What follows belongs to an exercise in optimizing a design on an open flow for small area, a short achievable clock period and few clock cycles per item; a production flow would make more cautious choices. RTL that was checked went through simulation tests only; none was proved equivalent to the original. For run 2, only the layout was checked, not whether the RTL still works.

==> flow/design.v (outline; a module is shown in full before it is edited, if it fits) <==
// module yuv2rgb_top: 826 lines
module yuv2rgb_top #(
	parameter int img_width = 320,
	parameter int img_height = 240
) (
	input logic CLOCK_50_I,
	input logic Resetn,
	input logic start,
	input logic [15:0] read_data,
	output logic [15:0] write_data,
	output logic [17:0] address,
	output logic write_en_n,
	output logic done
);
  // ...
==> flow/run.sh <==
#!/bin/bash
# synth_recipe.tcl (not shown) runs the flow's synth.tcl, then flattens the netlist and writes it again
# the make line also repeats each setting of config.mk as NAME=value (left out here)
make -C /OpenROAD-flow-scripts/flow DESIGN_CONFIG=/design/flow/config.mk WORK_HOME=/design/flow/orfs CLKGATE_MAP_FILE= SYNTH_SCRIPT=/design/flow/synth_recipe.tcl finish
==> flow/config.mk <==
export PLATFORM = sky130hd
export DESIGN_NAME = yuv2rgb_top
export DESIGN_NICKNAME = yuv2rgb_top
export VERILOG_FILES = /design/flow/design.v
export SDC_FILE = /design/flow/constraint.sdc
export NUM_CORES = 4
export LEC_CHECK = 0
export CAP_MARGIN = 20
export CORE_MARGIN = 2
export CORE_UTILIZATION = 40
export SLEW_MARGIN = 20
==> flow/constraint.sdc <==
create_clock -name core_clock -period 11.0 [get_ports {CLOCK_50_I}]
set_input_delay 2.2000 -clock core_clock [delete_from_list [all_inputs] [get_ports {CLOCK_50_I}]]
set_output_delay 2.2000 -clock core_clock [all_outputs]
set_load 0.01 [all_outputs]
==> impl_metrics.tcl, run 1 <==
set metrics [dict create \
    antenna_found_initial 3 \
    fin_ws_ns 5.66 \
    yosysSeqAreaShare_pct 36.1 \
    pre_cts_slack_ns 5.70 \
    synth_edf_count 190 \
    whs_ns 0.441 \
    met3_length_mm 2.61 \
    nClkBuffers 48 \
    synth_async_sr_flop_share_pct 2.14 \
    drt-initial-drc-count 876 \
    crit_type "reg2reg" \
    final_common_cell "inv_1" \
    gp_congestion 0.908 \
    core-area_um2 57900 \
    nMultiInputCombCells 1415 \
    dr.pass1.iters 5 \
    cts.path.max_buffers 3 \
    yosysTopAreaCell "edfxtp_1" \
    hold_end "uw[2][4]" \
    final_cell_mix "inv_1, ha_1, fa_1" \
    register_area_um2 8490 \
    met1_length_mm 24.7 \
    hp-start "uw[3][4]" \
    drv_cap 0 \
    cts_setup_buffers 0 \
    max_slew_margin_pct 28.1 \
    r2r_cells 16 \
    io_pins 55 \
    start_util_pct 40.6 \
    hold_path_depth 0 \
    cts.sinks 327 \
    status "no timing/DRC/antenna violations" \
    via_per_inst 5.06 \
    cts_resized 0 \
    cp_max_fo 10 \
    startpoint "pv[6]" \
    reg2reg_slack_ns 5.66 \
    final_layout_size_suffix_gt1_share_pct 6.24 \
    layout.nonclk_buf_share_pct 2.42 \
]
Testbench counts, summed over its fixed seeds: cycles 1,152,156, frames 6.
==> run 2, diff against run 1 <==
--- a/flow/design.v
+++ b/flow/design.v
@@ -24,20 +24,20 @@
 	logic [6:0] col;
 	logic wr_ok;
 	logic [16:0] rgb;
 	logic finish;
 	logic wr_ok_n;
 	logic wr_issue;
 	logic [15:0] cidx_sum;
 	logic [17:0] c_addr;
-	assign finish = active && (ph == 4'd2) && (ycnt == y_end);
-	assign wr_ok_n = wr_ok || ((ph == 4'd2) && (col == 7'd0));
-	assign wr_issue = active && !finish && wr_ok_n && ((ph == 4'd0) || (ph == 4'd1)
-		|| (ph == 4'd2) || (ph == 4'd4) || (ph == 4'd5) || (ph == 4'd6));
+	assign finish = active && (ph == 4'd3) && (ycnt == y_end);
+	assign wr_ok_n = wr_ok || ((ph == 4'd3) && (col == 7'd0));
+	assign wr_issue = active && !finish && wr_ok_n && ((ph == 4'd9) || (ph == 4'd0)
+		|| (ph == 4'd2) || (ph == 4'd3) || (ph == 4'd5) || (ph == 4'd6));
 	assign cidx_sum = ycnt + 16'd3;
 	assign c_addr = ((ph == 4'd8) ? v_base : u_base) + {3'd0, cidx_sum[15:1]};
 	always_ff @(posedge CLOCK_50_I or negedge Resetn) begin
 		if (!Resetn) begin
 			active <= 1'b0;
 			ph <= 4'd7;
 			done <= 1'b0;
 			write_en_n <= 1'b1;
@@ -62,66 +62,66 @@
 	always_ff @(posedge CLOCK_50_I) begin
 		if (!active || finish) begin
 			ycnt <= 16'hfffd;
 			col <= col_idle;
 			wr_ok <= 1'b0;
 			rgb <= rgb_first;
 		end else begin
 			wr_ok <= wr_ok_n;
-			if ((ph == 4'd9) || (ph == 4'd3)) begin
+			if ((ph == 4'd1) || (ph == 4'd4)) begin
 				ycnt <= ycnt + 16'd1;
 			end
 			if (ph == 4'd7) begin
 				col <= (col == 7'(macros_per_row - 1)) ? 7'd0 : col + 7'd1;
 			end
 			if (wr_issue) begin
 				rgb <= rgb + 17'd1;
 			end
 		end
 		case (ph)
-			4'd9, 4'd3: address <= {2'd0, ycnt};
+			4'd1, 4'd4: address <= {2'd0, ycnt};
 			4'd7, 4'd8: address <= c_addr;
 			default: address <= {1'b1, rgb};
 		endcase
 	end
 	logic [7:0] uw [0:6];
 	logic [7:0] vw [0:6];
 	logic fir_v;
 	logic l_lo;
 	logic cl_l0, cl_l1, cl_r7, cl_r8, cl_r9;
 	always_ff @(posedge CLOCK_50_I) begin
-		if ((ph == 4'd0) || (ph == 4'd4)) begin
+		if ((ph == 4'd0) || (ph == 4'd5)) begin
 			for (int k = 0; k < 5; k++) begin
 				uw[k] <= uw[k + 1];
 			end
 			uw[5] <= (ph == 4'd0) ? read_data[15:8] : uw[6];
 			if (ph == 4'd0) begin
 				uw[6] <= read_data[7:0];
 			end
 		end
-		if ((ph == 4'd1) || (ph == 4'd5)) begin
+		if ((ph == 4'd1) || (ph == 4'd6)) begin
 			for (int k = 0; k < 5; k++) begin
 				vw[k] <= vw[k + 1];
 			end
 			vw[5] <= (ph == 4'd1) ? read_data[15:8] : vw[6];
 			if (ph == 4'd1) begin
 				vw[6] <= read_data[7:0];
 			end
 		end
-		fir_v <= (ph == 4'd0) || (ph == 4'd4);
-		l_lo <= (ph == 4'd1) || (ph == 4'd5);
+		fir_v <= (ph == 4'd0) || (ph == 4'd5);
+		l_lo <= (ph == 4'd1) || (ph == 4'd6);
 		if (ph == 4'd9) begin
 			cl_l0 <= (col == 7'd0);
 			cl_l1 <= 1'b0;
 			cl_r7 <= 1'b0;
 			cl_r8 <= (col == 7'(macros_per_row - 1));
 			cl_r9 <= 1'b0;
 		end
-		if (ph == 4'd3) begin
+		if (ph == 4'd4) begin
 			cl_l0 <= 1'b0;
 			cl_l1 <= (col == 7'd0);
 			cl_r7 <= (col == 7'(macros_per_row - 2));
 			cl_r8 <= 1'b0;
 			cl_r9 <= (col == 7'(macros_per_row - 1));
 		end
 	end
 	logic [7:0] e0, e1, e2, e3, e4, e5;
@@ -283,19 +283,21 @@
 	assign f_sum = f_ra + f_rb;
 	assign fir_out = f_sum[16:8];
 	logic [15:0] yreg;
 	logic [7:0] l_in;
 	logic [25:0] l_ra, l_rb;
 	logic [25:0] l_reg;
 	logic [8:0] pu, pv;
 	logic [26:0] sr_ra, sr_rb, sg_ra, sg_rb, sb_ra, sb_rb;
-	logic [26:0] sum_r, sum_g, sum_b;
-	logic [10:0] s_r, s_g, s_b;
-	logic [7:0] cr, cg, cb;
+	logic [16:0] lo_r, lo_g, lo_b;
+	logic [10:0] mr_a, mr_b, mg_a, mg_b, mb_a, mb_b;
+	logic mr_c, mg_c, mb_c;
+	logic [11:0] hr, hg, hb;
+	logic [7:0] pix_r, pix_g, pix_b;
 	logic [7:0] save_b;
 	function automatic logic [7:0] clip8(input logic [10:0] s);
 		if (s[10]) begin
 			clip8 = 8'd0;
 		end else if (s[9:8] != 2'd0) begin
 			clip8 = 8'd255;
 		end else begin
 			clip8 = s[7:0];
@@ -783,44 +785,53 @@
 	assign hb_s120 = hb_c115 ^ hb_s118;
 	assign hb_c121 = hb_c115 & hb_s118;
 	assign hb_s122 = ~(~l_reg[25] ^ ~pu[8]);
 	assign hb_c123 = ~l_reg[25] | ~pu[8];
 	assign hb_s124 = hb_c119 ^ hb_s122;
 	assign hb_c125 = hb_c119 & hb_s122;
 	assign sb_ra = {hb_c123, hb_c121, hb_c117, hb_c113, hb_c109, hb_c105, hb_c101, hb_c97, hb_c93, hb_c89, hb_c85, hb_c81, hb_c75, hb_c69, hb_c61, hb_c53, hb_c45, hb_s42, hb_c29, hb_s26, hb_c19, hb_c15, hb_c11, hb_c7, hb_s4, hb_c1, 1'b1};
 	assign sb_rb = {hb_c125, hb_s124, hb_s120, hb_s116, hb_s112, hb_s108, hb_s104, hb_s100, hb_s96, hb_s92, hb_s88, hb_s84, hb_s80, hb_s74, hb_s68, hb_s60, hb_s52, hb_s44, hb_s36, hb_s28, hb_s22, hb_s18, hb_s14, hb_s10, hb_s6, hb_s2, hb_s0};
-	assign sum_r = sr_ra + sr_rb;
-	assign sum_g = sg_ra + sg_rb;
-	assign sum_b = sb_ra + sb_rb;
-	assign cr = clip8(s_r);
-	assign cg = clip8(s_g);
-	assign cb = clip8(s_b);
+	assign lo_r = {1'b0, sr_ra[15:0]} + {1'b0, sr_rb[15:0]};
+	assign lo_g = {1'b0, sg_ra[15:0]} + {1'b0, sg_rb[15:0]};
+	assign lo_b = {1'b0, sb_ra[15:0]} + {1'b0, sb_rb[15:0]};
+	assign hr = {mr_a, 1'b1} + {mr_b, mr_c};
+	assign hg = {mg_a, 1'b1} + {mg_b, mg_c};
+	assign hb = {mb_a, 1'b1} + {mb_b, mb_c};
 	always_ff @(posedge CLOCK_50_I) begin
-		if ((ph == 4'd2) || (ph == 4'd6)) begin
+		if ((ph == 4'd4) || (ph == 4'd7)) begin
 			yreg <= read_data;
 		end
 		l_reg <= l_ra + l_rb;
-		if ((ph == 4'd0) || (ph == 4'd4)) begin
+		if ((ph == 4'd0) || (ph == 4'd5)) begin
 			pu <= {~uw[2][7], ~uw[2][7], uw[2][6:0]};
 			pv <= {~vw[2][7], ~vw[2][7], vw[2][6:0]};
 		end
-		if ((ph == 4'd1) || (ph == 4'd5)) begin
+		if ((ph == 4'd1) || (ph == 4'd6)) begin
 			pu <= fir_out;
 		end
-		if ((ph == 4'd2) || (ph == 4'd6)) begin
+		if ((ph == 4'd2) || (ph == 4'd7)) begin
 			pv <= fir_out;
 		end
-		if ((ph == 4'd1) || (ph == 4'd3) || (ph == 4'd5) || (ph == 4'd7)) begin
-			s_r <= sum_r[26:16];
-			s_g <= sum_g[26:16];
-			s_b <= sum_b[26:16];
+		mr_a <= sr_ra[26:16];
+		mr_b <= sr_rb[26:16];
+		mr_c <= lo_r[16];
+		mg_a <= sg_ra[26:16];
+		mg_b <= sg_rb[26:16];
+		mg_c <= lo_g[16];
+		mb_a <= sb_ra[26:16];
+		mb_b <= sb_rb[26:16];
+		mb_c <= lo_b[16];
+		if ((ph == 4'd2) || (ph == 4'd4) || (ph == 4'd7) || (ph == 4'd9)) begin
+			pix_r <= clip8(hr[11:1]);
+			pix_g <= clip8(hg[11:1]);
+			pix_b <= clip8(hb[11:1]);
 		end
-		if ((ph == 4'd2) || (ph == 4'd6)) begin
-			save_b <= cb;
+		if ((ph == 4'd4) || (ph == 4'd9)) begin
+			save_b <= pix_b;
 		end
 		case (ph)
-			4'd2, 4'd6: write_data <= {cr, cg};
-			4'd0, 4'd4: write_data <= {save_b, cr};
-			default: write_data <= {cg, cb};
+			4'd9, 4'd3: write_data <= {pix_r, pix_g};
+			4'd0, 4'd5: write_data <= {save_b, pix_r};
+			default: write_data <= {pix_g, pix_b};
 		endcase
 	end
 endmodule
==> run 2 against run 1 <==
Net effect:
- synthesized cell count increased by 3.3%
- global-route usage hardly changed
- area after synthesis rose by 5.8%
- via count increased by 6.6%
- clock skew fell by 0.013 ns
- worst hold slack lost 0.010 ns
==> impl_metrics.tcl, run 2 <==
set metrics [dict create \
    cp_max_fo 12 \
    start_util_pct 40.4 \
    grt_pass1_wl_mm 93.0 \
    final_hold_viol_count 0 \
    use_met3_pct 3.20 \
    cts_setup_buffers 0 \
    multi_input_area_um2 13700 \
    synth_async_sr_flop_share_pct 1.82 \
    whs_ns 0.431 \
    antenna_found_initial 1 \
    crit_type "reg2reg" \
    synth_edf_count 181 \
    drt-initial-drc-count 889 \
    die_h_um 254 \
    crit_required_ns 11.49 \
    hold_path_depth 0 \
    yosysTopAreaCell "edfxtp_1" \
    register_area_um2 9560 \
    reg2reg_slack_ns 6.35 \
    first_global_vias 17100 \
    root_buffer "clkbuf_16" \
    end_kind "register" \
    dieArea_um2 64300 \
    setup_viol 0 \
    numCtsBuffers 43 \
    hp-start "vw[3][1]" \
    final_layout_size_suffix_gt1_share_pct 6.78 \
    start_kind "register" \
    rsz0062_at_grt "no" \
    final_cell_mix "inv_1, ha_1, fa_1" \
    area_growth_pct 11.9 \
    fillers 5625 \
    cts_resized 0 \
    nets 2807 \
    max_slew_margin_pct 31.8 \
    dr.pass1.iters 5 \
    io_pins 55 \
    skew_ns 0.0272 \
    ctsHtreeMaxLevel 2 \
    place_hpwl_mm 46.0 \
    slew_viol_final 0 \
    insertion_delay_ns 0.58 \
    fin_setup_tns_ns 0 \
    core-area_um2 61600 \
    via_per_inst 5.11 \
    stdcell_count 3226 \
    synth_most_common_cell "inv_1" \
    cts.path.max_buffers 3 \
    worstMarginPinSlew_ns 1.02 \
    synth.distinct_cells 88 \
    startpoint "l_lo" \
    hold_end "vw[2][1]" \
    portBuffers 54 \
    final_common_cell "inv_1" \
    drt-wirelength-per-cell_um 18.1 \
    worstPathArrival_ns 5.14 \
    grt.busiest_layer "met2" \
    netlist_instances 2287 \
    r2r-end "l_reg[22]" \
    design_area_um2 27900 \
    synth-main-ff-cell "dfxtp_1" \
    grt_overflow 0 \
    max_freq_ghz 0.215 \
    cts.sinks 385 \
    layout_worst_path_cycle_share_pct 42.2 \
    cts_tree "built" \
    syn_nets 2740 \
    dp_cells 3144 \
    met1_usage_pct 24.8 \
    synth_common_cells "inv_1, ha_1, fa_1, dfxtp_1, nand2_1" \
    netlist_area_um2 24900 \
    drv_cap 0 \
    hold_class "reg2reg" \
    period_needed_ns 4.65 \
    yosys-top-cells-area "edfxtp_1, fa_1, dfxtp_1" \
    yosysSeqAreaShare_pct 38.4 \
    ctsHoldBuffers 0 \
    routed_wl_mm 58.3 \
    die_w_um 254 \
    n_antenna_cell 0 \
    r2r_cells 13 \
    yosysWarnings 3 \
    vias 16500 \
    remaining_drc_errors 0 \
    rr_startpoint "l_lo" \
    clk_transition_reported_paths_ns 0.06 \
    status "no timing/DRC/antenna violations" \
    placed_area_um2 26400 \
    final_antenna_net_count 0 \
    use_met2_pct 30.4 \
    synth_seq_cells 385 \
    grt_max_degree 56 \
    gp_congestion 0.897 \
    synth.top_cell.area_share_pct 21.8 \
    grt_usage_pct 18.6 \
    synth_area_per_cell_um2 10.9 \
    rows 91 \
]
## run 2: cell types whose count changed after synthesis, sizes merged, moves of 22 or more
cell | previous run | this run
dfxtp | 130 | 197
nand2 | 124 | 187
nor2 | 147 | 95
a21oi | 106 | 67
inv | 414 | 383
o21ai | 85 | 112
o21a | 28 | 50
## run 2: worst max-delay path by stage
stage / endpoint / slack (ns) / cells after the start
6_report: l_reg[22] / 6.35 / 13
5_1_grt: l_reg[22] / 5.93 / 13
4_1_cts: l_reg[22] / 6.39 / 13
3_5_place_dp: l_reg[22] / 6.39 / 13
3_3_place_gp: pv[8] / 6.54 / 14
2_1_floorplan: pv[8] / 6.72 / 14
## run 2: cell families after synthesis
kind of cell    after synthesis  synth area share, %
compound gates              393                 10.5
xor+xnor                     94                 3.31
fa+ha+maj                   435                 27.9
buf+inv                     431                 6.60
flops                       385                 38.4
mux                          95                 4.44
simple gates                454                 8.83
## run 2: worst max-delay path, cell delays in order (launching register included)
cell and delay (ns):
dfxtp_1 0.69, mux2i_1 0.64, inv_1 0.28, fa_1 0.60
inv_1 0.05, fa_1 0.49, inv_1 0.04, ha_1 0.22
a21oi_1 0.20, nor2_1 0.08, a211oi_1 0.51, o21ai_0 0.22
a221oi_1 0.36, xor2_1 0.16
## run 2: final cells by class
type | count | share of cell area, %
multi-input cells | 1471 | 49.2
inverters | 384 | 5.17
repair buffers | 69 | 2.38
well taps | 837 | 3.76
clock inverters | 16 | 0.521
clock buffers | 64 | 4.62
flip-flops and latches | 385 | 34.3
## run 2: stage by stage
step | setup slack, ns | utilization (%)
final | 6.35 | 45.2
after global routing | 5.93 | 45.2
after CTS | 6.39 | 45.2
after detailed placement | 6.39 | 42.9
after global placement | 6.54 | 42.9
after floorplan | 6.72 | -
## run 2: layer usage
layer  vias to the layer above  share of wire (%)
met4                         0                3.7
met2                       347                 47
li1                       7914                  -
met3                       106                4.6
met1                      8106                 45
met5                         -                  0

static timing again, ports no longer ideal:
In the flow no input, the clock included, has a driving cell. The finished layouts below were timed again as built, in two steps.
Step 1 sets driving cells, clkbuf_16 on the clock port and buf_2 on the other inputs (assumed; they add their load-dependent delay and slew).
Step 2 moves the port delays by t, midway between the first and last clock arrival at a register: inputs arrive t later, outputs are due t later. That takes back most of the time a late clock gives input paths.
a / b / c = ideal ports / drivers / drivers and shift; a / b = the first two.
run | t (ns) | setup WS [ns] | latest minus earliest clock arrival (ns)
run 1 | 0.623 | 5.659 / 5.659 / 5.659 | 0.041 / 0.041
run 2 | 0.632 | 6.354 / 6.354 / 6.354 | 0.028 / 0.028
After both steps every run listed still meets setup and hold.
